This design comes from an exercise in tuning for small area and a short achievable clock period on the open sky130 flow, not from production work.
Only simulation tests tie the RTL to the original design; equivalence was not proved.
Power and IR drop assume default switching activity.

`run.sh`:
```
#!/bin/bash
# synth_recipe.tcl (not shown) runs the flow's synth.tcl, then flattens the netlist and writes it again
# the make line also repeats each setting of config.mk as NAME=value (left out here)
make -C /OpenROAD-flow-scripts/flow DESIGN_CONFIG=/design/flow/config.mk WORK_HOME=/design/flow/orfs CLKGATE_MAP_FILE= SYNTH_SCRIPT=/design/flow/synth_recipe.tcl finish
```
`config.mk`:
```
export PLATFORM = sky130hd
export DESIGN_NAME = program_sequencer
export DESIGN_NICKNAME = program_sequencer
export VERILOG_FILES = /design/flow/design.v
export SDC_FILE = /design/flow/constraint.sdc
export NUM_CORES = 4
export LEC_CHECK = 0
export CAP_MARGIN = 20
export CORE_MARGIN = 2
export CORE_UTILIZATION = 45
export SETUP_SLACK_MARGIN = 2.4
export SLEW_MARGIN = 20
```
`constraint.sdc`:
```
create_clock -name core_clock -period 5.2 [get_ports {clk}]
set_input_delay 1.0400 -clock core_clock [delete_from_list [all_inputs] [get_ports {clk}]]
set_output_delay 1.0400 -clock core_clock [all_outputs]
set_load 0.01 [all_outputs]
```
`design.v`:
```
package program_sequencer_pkg;
    typedef enum logic {
        ST_LOAD = 1'b0,
        ST_RUN  = 1'b1
    } seq_state_t;
    localparam logic [7:0] DEFAULT_PARK = 8'hC0;
    localparam logic [3:0] OP_JUMP      = 4'hE;
    localparam logic [3:0] OP_JUMP_NZ   = 4'hF;
endpackage
module program_sequencer_pm_ram #(
    parameter int ADDR_W = 8
) (
    input  logic                     clk,
    input  logic                     i_we,
    input  logic [ADDR_W-1:0]        i_waddr,
    input  logic [7:0]               i_wdata,
    output logic [8*(2**ADDR_W)-1:0] o_bits,      
    output logic [8*(2**ADDR_W)-1:0] o_next,
    output logic                     o_pend_we,
    output logic [ADDR_W-1:0]        o_pend_addr,
    output logic [7:0]               o_pend_data
);
    localparam int DEPTH = 2**ADDR_W;
    logic               r_we;
    logic               r_we_n;       
    logic [ADDR_W-1:0]  r_waddr;
    logic [7:0]         r_wdata;
    logic [8*DEPTH-1:0] r_bits;
    logic [DEPTH-1:0]   w_sel;
    logic [DEPTH-1:0]   w_hold;
    always_ff @(posedge clk) begin
        r_we    <= i_we;
        r_we_n  <= ~i_we;
        r_waddr <= i_waddr;
        r_wdata <= i_wdata;
    end
    always_comb begin
        for (int i = 0; i < DEPTH; i++) begin
            w_sel[i]  = r_we && (r_waddr == ADDR_W'(i));
            w_hold[i] = r_we_n || (r_waddr != ADDR_W'(i));
        end
        for (int i = 0; i < DEPTH; i++)
            o_next[8*i +: 8] = ({8{w_sel[i]}} & r_wdata) | ({8{w_hold[i]}} & r_bits[8*i +: 8]);
    end
    always_ff @(posedge clk) begin
        r_bits <= o_next;
    end
    assign o_bits      = r_bits;
    assign o_pend_we   = r_we;
    assign o_pend_addr = r_waddr;
    assign o_pend_data = r_wdata;
endmodule
module program_sequencer
#(
    parameter int          ADDR_W     = 8,
    parameter logic [7:0]  PARK_INSTR = program_sequencer_pkg::DEFAULT_PARK
) (
    input  logic              clk,
    input  logic              reset_n,
    input  logic              jmp,
    input  logic              jmp_nz,
    input  logic [3:0]        ir_nibble,
    input  logic              zero_flag,
    input  logic              prog_valid,
    input  logic [7:0]        prog_data,
    output logic              prog_ready,
    input  logic              run_start,
    input  logic              load_req,
    output logic [7:0]        next_instr,
    output logic [ADDR_W-1:0] pc,
    output logic              running,
    output logic [ADDR_W-1:0] load_count
);
    localparam int DEPTH = 2**ADDR_W;
    logic               r_run;
    logic               r_rdy;
    logic [ADDR_W-1:0]  r_pc;
    logic [15:0]        r_page_oh;    
    logic [ADDR_W-1:0]  r_load_count;
    logic [7:0]         r_instr;
    logic [127:0]       r_pbuf;       
    logic               w_run_nxt;
    logic [ADDR_W-1:0]  w_pc_nxt;
    logic [ADDR_W-1:0]  w_count_nxt;
    logic [7:0]         w_instr_nxt;
    logic [127:0]       w_pbuf_nxt;
    logic               w_take;
    logic               w_cross;
    logic [8*DEPTH-1:0] w_mem;
    logic [8*DEPTH-1:0] w_mem_nxt;
    logic               w_pend_we;
    logic [ADDR_W-1:0]  w_pend_addr;
    logic [7:0]         w_pend_data;
    logic [127:0]       w_npage;      
    logic [7:0]         w_jbyte;
    logic [7:0]         w_ibyte;
    logic [7:0]         w_zbyte;
    logic [ADDR_W-1:0]  w_inc_pc;
    assign w_take   = jmp | (jmp_nz & ~zero_flag);
    assign w_cross  = &r_pc[3:0];
    assign w_inc_pc = r_pc + ADDR_W'(1);
    always_ff @(posedge clk or negedge reset_n) begin
        if (!reset_n) begin
            r_run        <= 1'b0;
            r_rdy        <= 1'b1;
            r_pc         <= '0;
            r_page_oh    <= 16'h0001;
            r_load_count <= '0;
            r_instr      <= PARK_INSTR;
        end else begin
            r_run        <= w_run_nxt;
            r_rdy        <= ~w_run_nxt;
            r_pc         <= w_pc_nxt;
            r_page_oh    <= 16'h0001 << w_pc_nxt[7:4];
            r_load_count <= w_count_nxt;
            r_instr      <= w_instr_nxt;
        end
    end
    always_ff @(posedge clk) begin
        r_pbuf <= w_pbuf_nxt;
    end
    program_sequencer_pm_ram #(
        .ADDR_W (ADDR_W)
    ) u_pm (
        .clk         (clk),
        .i_we        (r_rdy & prog_valid),
        .i_waddr     (r_load_count),
        .i_wdata     (prog_data),
        .o_bits      (w_mem),
        .o_next      (w_mem_nxt),
        .o_pend_we   (w_pend_we),
        .o_pend_addr (w_pend_addr),
        .o_pend_data (w_pend_data)
    );
    always_comb begin
        w_npage = '0;
        for (int g = 0; g < 16; g++)
            w_npage = w_npage | ({128{r_page_oh[(g + 15) % 16]}} & w_mem[128*g +: 128]);
    end
    always_comb begin
        if (r_rdy || w_pend_we)
            w_pbuf_nxt = w_mem_nxt[127:0];
        else if (w_cross && !w_take && !load_req)
            w_pbuf_nxt = w_npage;
        else
            w_pbuf_nxt = r_pbuf;
    end
    always_comb begin
        if (w_pend_we && w_pend_addr == {r_pc[ADDR_W-1:4], ir_nibble})
            w_jbyte = w_pend_data;
        else
            w_jbyte = r_pbuf[8*ir_nibble +: 8];
        if (w_pend_we && w_pend_addr == w_inc_pc)
            w_ibyte = w_pend_data;
        else if (w_cross)
            w_ibyte = w_npage[7:0];
        else
            w_ibyte = r_pbuf[8*w_inc_pc[3:0] +: 8];
        if (prog_valid && r_load_count == '0)
            w_zbyte = prog_data;
        else
            w_zbyte = w_mem_nxt[7:0];
    end
    always_comb begin
        w_run_nxt   = r_run;
        w_pc_nxt    = r_pc;
        w_count_nxt = r_load_count;
        w_instr_nxt = PARK_INSTR;
        if (!r_run) begin
            if (prog_valid)
                w_count_nxt = r_load_count + ADDR_W'(1);
            if (run_start) begin
                w_run_nxt   = 1'b1;
                w_pc_nxt    = '0;
                w_instr_nxt = w_zbyte;
            end
        end else begin
            if (load_req) begin
                w_run_nxt   = 1'b0;
                w_pc_nxt    = '0;
                w_count_nxt = '0;
            end else if (w_take) begin
                w_pc_nxt    = {r_pc[ADDR_W-1:4], ir_nibble};
                w_instr_nxt = w_jbyte;
            end else begin
                w_pc_nxt    = w_inc_pc;
                w_instr_nxt = w_ibyte;
            end
        end
    end
    assign running    = r_run;
    assign prog_ready = r_rdy;
    assign next_instr = r_instr;
    assign pc         = r_pc;
    assign load_count = r_load_count;
endmodule
```
==> impl_metrics.sql, run 1 <==
INSERT INTO impl_metrics (metric_group, metric, value, unit) VALUES
('global_route', 'first_global_vias', '66000', ''),
('cts', 'cts_made_buffers', '225', ''),
('routing', 'vias', '70200', ''),
('timing', 'tightest_slew', '1.14', 'ns'),
('logic_synthesis', 'synth.top_cell.area_share', '0.497', ''),
('floorplan', 'design.portCount', '46', ''),
('logic_synthesis', 'main_combinational_cell_family_by_area_after_synthesis', 'compound AO/OA/AOI/OAI gates', ''),
('final_layout', 'layout.cells.most_common', 'sky130_fd_sc_hd__a22o_1', ''),
('setup_path', 'worst-r2r-cell-count', '5', ''),
('timing', 'max_frequency', '341', 'MHz'),
('timing', 'setup_violations', '0', ''),
('logic_synthesis', 'ys_warn_count', '2', ''),
('power_and_ir_drop', 'static-leakage-power', '0.0349', 'uW'),
('floorplan', 'std_cell_rows', '157', ''),
('place', 'port_buffers', '45', ''),
('timing', 'final-hold-violation-count', '0', ''),
('setup_path', 'crit_chain', 'and3b_1, nand3_2, buf_4, nor2_1, a22o_1', ''),
('logic_synthesis', 'synth.avg_cell_area', '11.7', 'sq um'),
('routing', 'post_drt_wl_per_cell', '35.6', 'um'),
('logic_synthesis', 'syn-num-nets', '7159', ''),
('setup_path', 'worstSetupStartpointType', 'flip-flop', ''),
('routing', 'drtAntennaViolNets', '0', ''),
('logic_synthesis', 'post_synth_num_cell_types', '57', ''),
('final_layout', 'area_growth_syn_to_layout', '14.1', '%'),
('setup_path', 'cp_top_family', 'simple AND/OR/NAND/NOR gates', ''),
('timing', 'totalNegativeSetupSlack', '0', 'ns'),
('logic_synthesis', 'post_synth_main_area_contributors', 'sky130_fd_sc_hd__dfxtp_1 50%, sky130_fd_sc_hd__a22o_1 27%, sky130_fd_sc_hd__a221oi_1 5.1%, sky130_fd_sc_hd__edfxtp_1 4.6%, sky130_fd_sc_hd__clkbuf_1 2.3%', ''),
('timing', 'grt_setup_unrepaired', 'yes', ''),
('logic_synthesis', 'ys_dominant_reg_cell', 'sky130_fd_sc_hd__dfxtp_1', ''),
('cts', 'root_buffer', 'sky130_fd_sc_hd__clkbuf_16', ''),
('routing', 'drtIter0Drc', '10700', ''),
('final_layout', 'layout.cell_area.non_filler', '94900', 'sq um'),
('run_status', 'status', 'finished clean', ''),
('timing', 'slew_violations', '0', ''),
('routing', 'vias_per_cell', '7.24', ''),
('logic_synthesis', 'synthDominantAreaCellType', 'sky130_fd_sc_hd__dfxtp_1', ''),
('final_layout', 'final_core_utilization', '0.518', ''),
('logic_synthesis', 'mappedNetlistArea', '83200', 'sq um'),
('timing', 'worst_slack', '2.27', 'ns'),
('final_layout', 'layout.nets', '7043', ''),
('setup_path', 'data_arrival_time_of_the_critical_path', '3.75', 'ns'),
('logic_synthesis', 'synth_seq_area_share', '0.556', ''),
('global_route', 'grt.total_usage', '0.353', ''),
('setup_path', 'timing.setup.critical_path_class', 'reg -> reg', ''),
('floorplan', 'floorplan.die_area', '188000', 'sq um'),
('setup_path', 'r2r_setup_slack', '2.27', 'ns'),
('routing', 'dr_drc_count', '0', ''),
('routing', 'postRouteWirelength', '345000', 'um'),
('setup_path', 'timing.critical_path.from', 'u_pm.r_waddr[7]', ''),
('logic_synthesis', 'synthAdderAreaFrac', '0.000451', ''),
('final_layout', 'layout_common_cells', '2534 x sky130_fd_sc_hd__a22o_1, 2053 x sky130_fd_sc_hd__dfxtp_1, 479 x sky130_fd_sc_hd__a221oi_1, 313 x sky130_fd_sc_hd__nand2_1, 232 x sky130_fd_sc_hd__clkbuf_16', ''),
('setup_path', 'critPathMaxFanout', '10', ''),
('setup_path', 'worst_setup_path_end_kind', 'flip-flop', ''),
('floorplan', 'fp.coreArea', '183000', 'sq um'),
('cts', 'cts_num_sinks', '2236', ''),
('cts', 'path_clk_slew', '0.07', 'ns'),
('cts', 'clock_latency_on_the_worst_skew_pair', '0.90', 'ns'),
('timing', 'layout_worst_path_cycle_share', '0.564', ''),
('place', 'detailed_place.area', '86300', 'sq um'),
('setup_path', 'r2r_start', 'u_pm.r_waddr[7]', ''),
('cts', 'htree_num_levels', '4', ''),
('place', 'preCtsSetupSlack', '1.57', 'ns'),
('floorplan', 'initial_utilization', '0.454', ''),
('global_route', 'grt_pass1_wl', '489000', 'um'),
('timing', 'finClkSkew', '0.0516', 'ns'),
('flow_run', 'drv_cap', '0', ''),
('global_route', 'overflow', '0', ''),
('timing', 'fin_crit', '2.93', 'ns'),
('logic_synthesis', 'yosys.area_share.simple', '0.0483', ''),
('power_and_ir_drop', 'cellPowerDensity', '390', 'nW/um^2'),
('hold_path', 'hp-class', 'in -> async', '');
==> metrics by stage <==
| stage | hold WS, ns | power (uW) | instances |
|---|---|---|---|
| final | 0.157 | 37000 | 9685 |
| after CTS | 0.324 | 36900 | 9670 |
| after global placement | 0.461 | 20700 | 9199 |
| after detailed placement | 0.463 | 20700 | 9200 |
| after global routing | 0.190 | 37800 | 9676 |
| after floorplan | 0.449 | 19700 | 7136 |
==> flip-flops by register name, indices dropped and copies added, names as in the netlist <==
| name | flops |
|---|---|
| r_pc | 8 |
| r_page_oh | 16 |
| u_pm.r_we_n | 1 |
| u_pm.r_waddr | 8 |
| u_pm.r_we | 1 |
| u_pm.r_bits | 2048 |
| r_run | 1 |
| r_load_count | 8 |
| u_pm.r_wdata | 8 |
| r_pbuf | 128 |
| r_instr | 8 |
| r_rdy | 1 |
==> area by class of cell <==
class | instances | area, sq um
sequential | 2236 | 46400
timing repair buffer | 245 | 2600
multi-input combinational | 4305 | 35300
clock inverter | 63 | 714
fill | 15900 | 88400
antenna | 9 | 22.5
tap | 2464 | 3080
inverter | 7 | 26.3
clock buffer | 356 | 6760
==> layer usage <==
metal | vias up | wire length, um | track usage
met5 | - | 230 | 0
li1 | 28700 | - | -
met2 | 4882 | 148000 | 0.517
met4 | 26 | 17200 | 0.169
met1 | 35700 | 141000 | 0.481
met3 | 902 | 39100 | 0.0924
==> cell families after synthesis <==
logic type                 count (synthesis)
AOI/OAI and AO/OA                       3210
DFF                                     2236
and+or+nand+nor                          910
buffers and inverters                    595
muxes                                    161
xor gates and xnor gates                  21
adders and majority gates                  3
==> Yosys cell counts, types with 47 or more instances <==
cell	n
sky130_fd_sc_hd__nand4_1	98
sky130_fd_sc_hd__mux4_2	64
sky130_fd_sc_hd__edfxtp_1	128
sky130_fd_sc_hd__dfxtp_1	2066
sky130_fd_sc_hd__clkbuf_1	506
sky130_fd_sc_hd__mux2_2	93
sky130_fd_sc_hd__nor2_1	341
sky130_fd_sc_hd__a221oi_1	484
sky130_fd_sc_hd__nand2_1	334
sky130_fd_sc_hd__buf_1	47
sky130_fd_sc_hd__a22o_1	2534
sky130_fd_sc_hd__a22oi_1	74
==> report_power, final <==
part           internal (uW)  total, uW  switching [uW]  leakage, uW
clock                   9360      16500            7140      0.00368
sequential             17800      18400             629       0.0185
combinational            777       2070            1290       0.0127
==> how the worst min path moves through the flow <==
stage,cells past startpoint,start,endpoint
2_1_floorplan,1,u_pm.r_bits[1417],u_pm.r_bits[1417]
3_3_place_gp,1,u_pm.r_bits[761],u_pm.r_bits[761]
3_5_place_dp,1,u_pm.r_bits[925],u_pm.r_bits[925]
4_1_cts,1,reset_n,r_load_count[2]
5_1_grt,1,reset_n,r_load_count[3]
6_report,1,reset_n,r_load_count[2]
==> repair_timing <==
action                                  4_1_cts  5_1_grt
resized for setup                           164       62
setup buffers                                51        4
endpoints found under the setup margin     1985     1145
pin swaps                                    16        1
endpoints found under the hold margin         0        0
cloned                                        0        2
==> run 2, diff against run 1 <==
--- a/config.mk
+++ b/config.mk
@@ -7,6 +7,8 @@
 export LEC_CHECK = 0
 export CAP_MARGIN = 20
 export CORE_MARGIN = 2
-export CORE_UTILIZATION = 45
+export CORE_UTILIZATION = 30
+export CTS_CLUSTER_DIAMETER = 70
+export CTS_CLUSTER_SIZE = 22
 export SETUP_SLACK_MARGIN = 2.4
 export SLEW_MARGIN = 20
==> run 2 against run 1 <==
Via count increased by 0.22%. Non-clock buffer count stayed put. First-iteration DRC count increased by 8.2%. Wire length increased by 1.8%. Synthesized cell count is the same. Hold slack better by 0.10 ns. Largest power group unchanged. Highest routed layer unchanged.
==> impl_metrics.sql, run 2 <==
INSERT INTO impl_metrics (metric_group, metric, value, unit) VALUES
('run_status', 'status', 'finished clean', ''),
('timing', 'worst_slack', '2.16', 'ns'),
('floorplan', 'fp.coreArea', '276000', 'sq um'),
('timing', 'setup_violations', '0', ''),
('floorplan', 'initial_utilization', '0.301', ''),
('setup_path', 'data_arrival_time_of_the_critical_path', '3.83', 'ns'),
('floorplan', 'std_cell_rows', '193', ''),
('final_layout', 'layout.area.seq', '46400', 'sq um'),
('power_and_ir_drop', 'cell_internal_pwr', '24300', 'uW'),
('logic_synthesis', 'synth_most_common_cell', 'sky130_fd_sc_hd__a22o_1', ''),
('place', 'place.gp.congestion', '0.941', ''),
('logic_synthesis', 'synth-edff-count', '128', ''),
('setup_path', 'cp_top_family', 'simple AND/OR/NAND/NOR gates', ''),
('final_layout', 'area_growth_syn_to_layout', '12.6', '%'),
('power_and_ir_drop', 'p_seq_frac', '0.561', ''),
('cts', 'cts-hold-fix-buffers', '0', ''),
('power_and_ir_drop', 'power.share.switching', '0.257', ''),
('setup_path', 'worstSetupStartpointType', 'flip-flop', ''),
('cts', 'cts_made_buffers', '137', ''),
('setup_path', 'cp.required', '5.99', 'ns'),
('cts', 'root_buffer', 'sky130_fd_sc_hd__clkbuf_16', ''),
('logic_synthesis', 'post_synth_num_cell_types', '57', ''),
('setup_path', 'crit_chain', 'and3_1, nand3_2, buf_4, nor2_1, a22o_1', ''),
('logic_synthesis', 'post_synth_main_area_contributors', 'sky130_fd_sc_hd__dfxtp_1 50%, sky130_fd_sc_hd__a22o_1 27%, sky130_fd_sc_hd__a221oi_1 5.1%, sky130_fd_sc_hd__edfxtp_1 4.6%, sky130_fd_sc_hd__clkbuf_1 2.3%', ''),
('timing', 'totalNegativeSetupSlack', '0', 'ns'),
('flow_run', 'drv_cap', '0', ''),
('cts', 'cts_tree', 'built', ''),
('logic_synthesis', 'ys_warn_count', '2', ''),
('cts', 'path_clk_slew', '0.09', 'ns'),
('floorplan', 'floorplan.die_area', '281000', 'sq um'),
('timing', 'whs', '0.258', 'ns'),
('power_and_ir_drop', 'power_switching', '8430', 'uW'),
('routing', 'drtAntennaViolNets', '0', ''),
('logic_synthesis', 'synth.avg_cell_area', '11.7', 'sq um'),
('power_and_ir_drop', 'static-leakage-power', '0.0336', 'uW'),
('global_route', 'first_global_vias', '65600', ''),
('logic_synthesis', 'yosys-top-cells-count', '2534 x sky130_fd_sc_hd__a22o_1, 2066 x sky130_fd_sc_hd__dfxtp_1, 506 x sky130_fd_sc_hd__clkbuf_1, 484 x sky130_fd_sc_hd__a221oi_1, 341 x sky130_fd_sc_hd__nor2_1', ''),
('final_layout', 'registers.top_by_ff_count', 'u_pm.r_bits', ''),
('routing', 'vias', '70300', ''),
('timing', 'maxSlewHeadroom', '0.264', ''),
('logic_synthesis', 'postSynth.asyncResetShare', '0.0188', ''),
('setup_path', 'timing.setup.critical_path_class', 'reg -> reg', ''),
('routing', 'postRouteWirelength', '351000', 'um'),
('final_layout', 'final_core_utilization', '0.339', ''),
('global_route', 'grt_max_degree', '134', ''),
('setup_path', 'critPathMaxFanout', '10', ''),
('final_layout', 'multiInputGateArea', '35300', 'sq um'),
('global_route', 'grt_pass1_wl', '494000', 'um'),
('hold_path', 'hp-class', 'in -> async', ''),
('power_and_ir_drop', 'power_frac_clock', '0.373', ''),
('power_and_ir_drop', 'max-vdd-ir-drop', '340', 'uV'),
('timing', 'grt_setup_unrepaired', 'yes', ''),
('cts', 'cts_max_path_buffers', '3', ''),
('logic_synthesis', 'syn-num-nets', '7159', ''),
('routing', 'dr.pass1.iters', '6', ''),
('final_layout', 'number_of_flip_flops_in_the_largest_register', '2048', ''),
('final_layout', 'layout-drive-gt1-share', '0.113', ''),
('logic_synthesis', 'synth-seq-cells', '2236', ''),
('routing', 'dr_drc_count', '0', ''),
('cts', 'clock_latency_on_the_worst_skew_pair', '0.85', 'ns'),
('timing', 'final-hold-violation-count', '0', ''),
('routing', 'vias_per_cell', '6.54', ''),
('timing', 'layout_worst_path_cycle_share', '0.585', ''),
('timing', 'finClkSkew', '0.0505', 'ns'),
('place', 'port_buffers', '45', ''),
('timing', 'tightest_slew', '1.10', 'ns'),
('setup_path', 'slowest_stage_cell_cp', 'sky130_fd_sc_hd__nor2_1', ''),
('timing', 'slew_violations', '0', ''),
('final_layout', 'layout.nets', '6955', ''),
('power_and_ir_drop', 'total_power', '32800', 'uW'),
('routing', 'post_drt_wl_per_cell', '32.7', 'um'),
('setup_path', 'worst_setup_path_end_kind', 'flip-flop', ''),
('global_route', 'grt.total_usage', '0.237', ''),
('cts', 'cts_num_sinks', '2236', ''),
('logic_synthesis', 'mappedNetlistArea', '83200', 'sq um'),
('timing', 'max_frequency', '329', 'MHz'),
('floorplan', 'chip_width', '531', 'um'),
('floorplan', 'design.portCount', '46', ''),
('logic_synthesis', 'synthDominantAreaCellType', 'sky130_fd_sc_hd__dfxtp_1', ''),
('power_and_ir_drop', 'power.share.combinational', '0.066', ''),
('logic_synthesis', 'synth_seq_area_share', '0.556', ''),
('cts', 'htree_num_levels', '4', ''),
('logic_synthesis', 'synth.top_cell.area_share', '0.497', ''),
('place', 'preCtsSetupSlack', '1.39', 'ns'),
('logic_synthesis', 'ys_dominant_reg_cell', 'sky130_fd_sc_hd__dfxtp_1', ''),
('global_route', 'antenna_found_initial', '19', ''),
('final_layout', 'layout.cells.most_common', 'sky130_fd_sc_hd__a22o_1', ''),
('final_layout', 'top_regs', 'u_pm.r_bits x2048, r_pbuf x128, r_page_oh x16', ''),
('setup_path', 'critical_path_buf_inv_count', '1', ''),
('global_route', 'overflow', '0', ''),
('power_and_ir_drop', 'cellPowerDensity', '350', 'nW/um^2'),
('final_layout', 'fill_cells', '27100', ''),
('floorplan', 'dieHeight', '531', 'um'),
('routing', 'drtIter0Drc', '11600', ''),
('final_layout', 'layout_common_cells', '2534 x sky130_fd_sc_hd__a22o_1, 2055 x sky130_fd_sc_hd__dfxtp_1, 476 x sky130_fd_sc_hd__a221oi_1, 313 x sky130_fd_sc_hd__nand2_1, 243 x sky130_fd_sc_hd__nor2_1', ''),
('logic_synthesis', 'syn-instance-count', '7136', ''),
('timing', 'fin_crit', '3.04', 'ns'),
('setup_path', 'critical_path.max_stage_delay', '0.69', 'ns'),
('place', 'detailedPlacementHpwl', '210000', 'um');
-- run 2: path summary, 6_finish.rpt --
| kind | from | end | slack [ns] | depth (start not counted) |
|---|---|---|---|---|
| hold reg to reg | u_pm.r_bits[1081] | u_pm.r_bits[1081] | 0.48 | 1 |
| setup reg to reg | u_pm.r_waddr[7] | u_pm.r_bits[2003] | 2.16 | 5 |
| max in group asynchronous | reset_n | r_page_oh[2] | 4.42 | 2 |
| setup / recovery | u_pm.r_waddr[7] | u_pm.r_bits[2003] | 2.16 | 5 |
| min in group core_clock | u_pm.r_bits[1081] | u_pm.r_bits[1081] | 0.48 | 1 |
| hold / removal | reset_n | r_load_count[3] | 0.26 | 2 |
-- run 2: worst register-to-register path, cell delays in order, from the launching register on --
cell,delay [ns]
sky130_fd_sc_hd__dfxtp_1,0.61
sky130_fd_sc_hd__and3_1,0.40
sky130_fd_sc_hd__nand3_2,0.51
sky130_fd_sc_hd__buf_4,0.51
sky130_fd_sc_hd__nor2_1,0.72
sky130_fd_sc_hd__a22o_1,0.24
-- run 2: area by class of cell --
| cell class | count | share of cell area |
|---|---|---|
| Sequential cell | 2236 | 0.495 |
| Multi-Input combinational cell | 4305 | 0.377 |
| Tap cell | 3705 | 0.0495 |
| Clock buffer | 187 | 0.0422 |
| Timing Repair Buffer | 245 | 0.0284 |
| Clock inverter | 50 | 0.00678 |
| Antenna cell | 14 | 0.000374 |
| Inverter | 7 | 0.000281 |
-- run 2: cell families after synthesis --
family | count (synthesis) | synth area share
buf+inv | 595 | 0.0276
fa+ha+maj | 3 | 0.000451
xor+xnor | 21 | 0.00221
mux | 161 | 0.0304
flops | 2236 | 0.556
compound gates | 3210 | 0.335
simple gates | 910 | 0.0483
-- run 2: stage by stage --
step | std cells | cell area, sq um
after floorplan | 7136 | 83200
after global placement | 10400 | 87700
after detailed placement | 10400 | 87700
after CTS | 10700 | 93300
after global routing | 10700 | 93600
final | 10700 | 93600
-- run 2: timing repair --
item | CTS | global route
cloned | 0 | 1
buffers inserted | 62 | 6
gates resized for setup | 133 | 65
endpoints found under the setup margin | 1655 | 915
pin swaps | 17 | 1
-- run 2: layer usage --
| metal | GRT usage | share of wire |
|---|---|---|
| met1 | 0.320 | 0.40 |
| met4 | 0.116 | 0.049 |
| met5 | 0 | 0.00016 |
| met2 | 0.347 | 0.43 |
| met3 | 0.0641 | 0.12 |
-- run 2: power groups by stage --
stage,clock [uW],sequential [uW],combinational (uW)
3_3_place_gp,0,18700,2000
5_1_grt,12800,18400,2230
2_1_floorplan,0,18300,1340
3_5_place_dp,0,18700,2020
6_report,12200,18400,2170
4_1_cts,12200,18300,2090

-- afterwards: timing with drivers on the ports --
The flow's constraints put no driver on any port. The routed layouts listed below were extracted and timed again, unchanged, in two steps. Step 1 assumes that a clkbuf_16 drives the clock port and a buf_2 every other input. Step 2 also shifts input and output timing later by t, the mid clock arrival at the registers, as if the neighbouring blocks saw the same clock. Three values: ideal, step 1, step 2; two values: the first two.
| run | t (ns) | setup WS [ns] | clock arrival spread, ns |
|---|---|---|---|
| run 1 | 0.968 | 2.266 / 2.266 / 1.660 | 0.052 / 0.052 |
| run 2 | 0.928 | 2.157 / 2.157 / 1.585 | 0.051 / 0.052 |
After both steps every run listed still meets setup and hold. The setup slack of run 1, which loses most, moves by 0.000 ns with the drivers and by -0.606 ns with both steps.
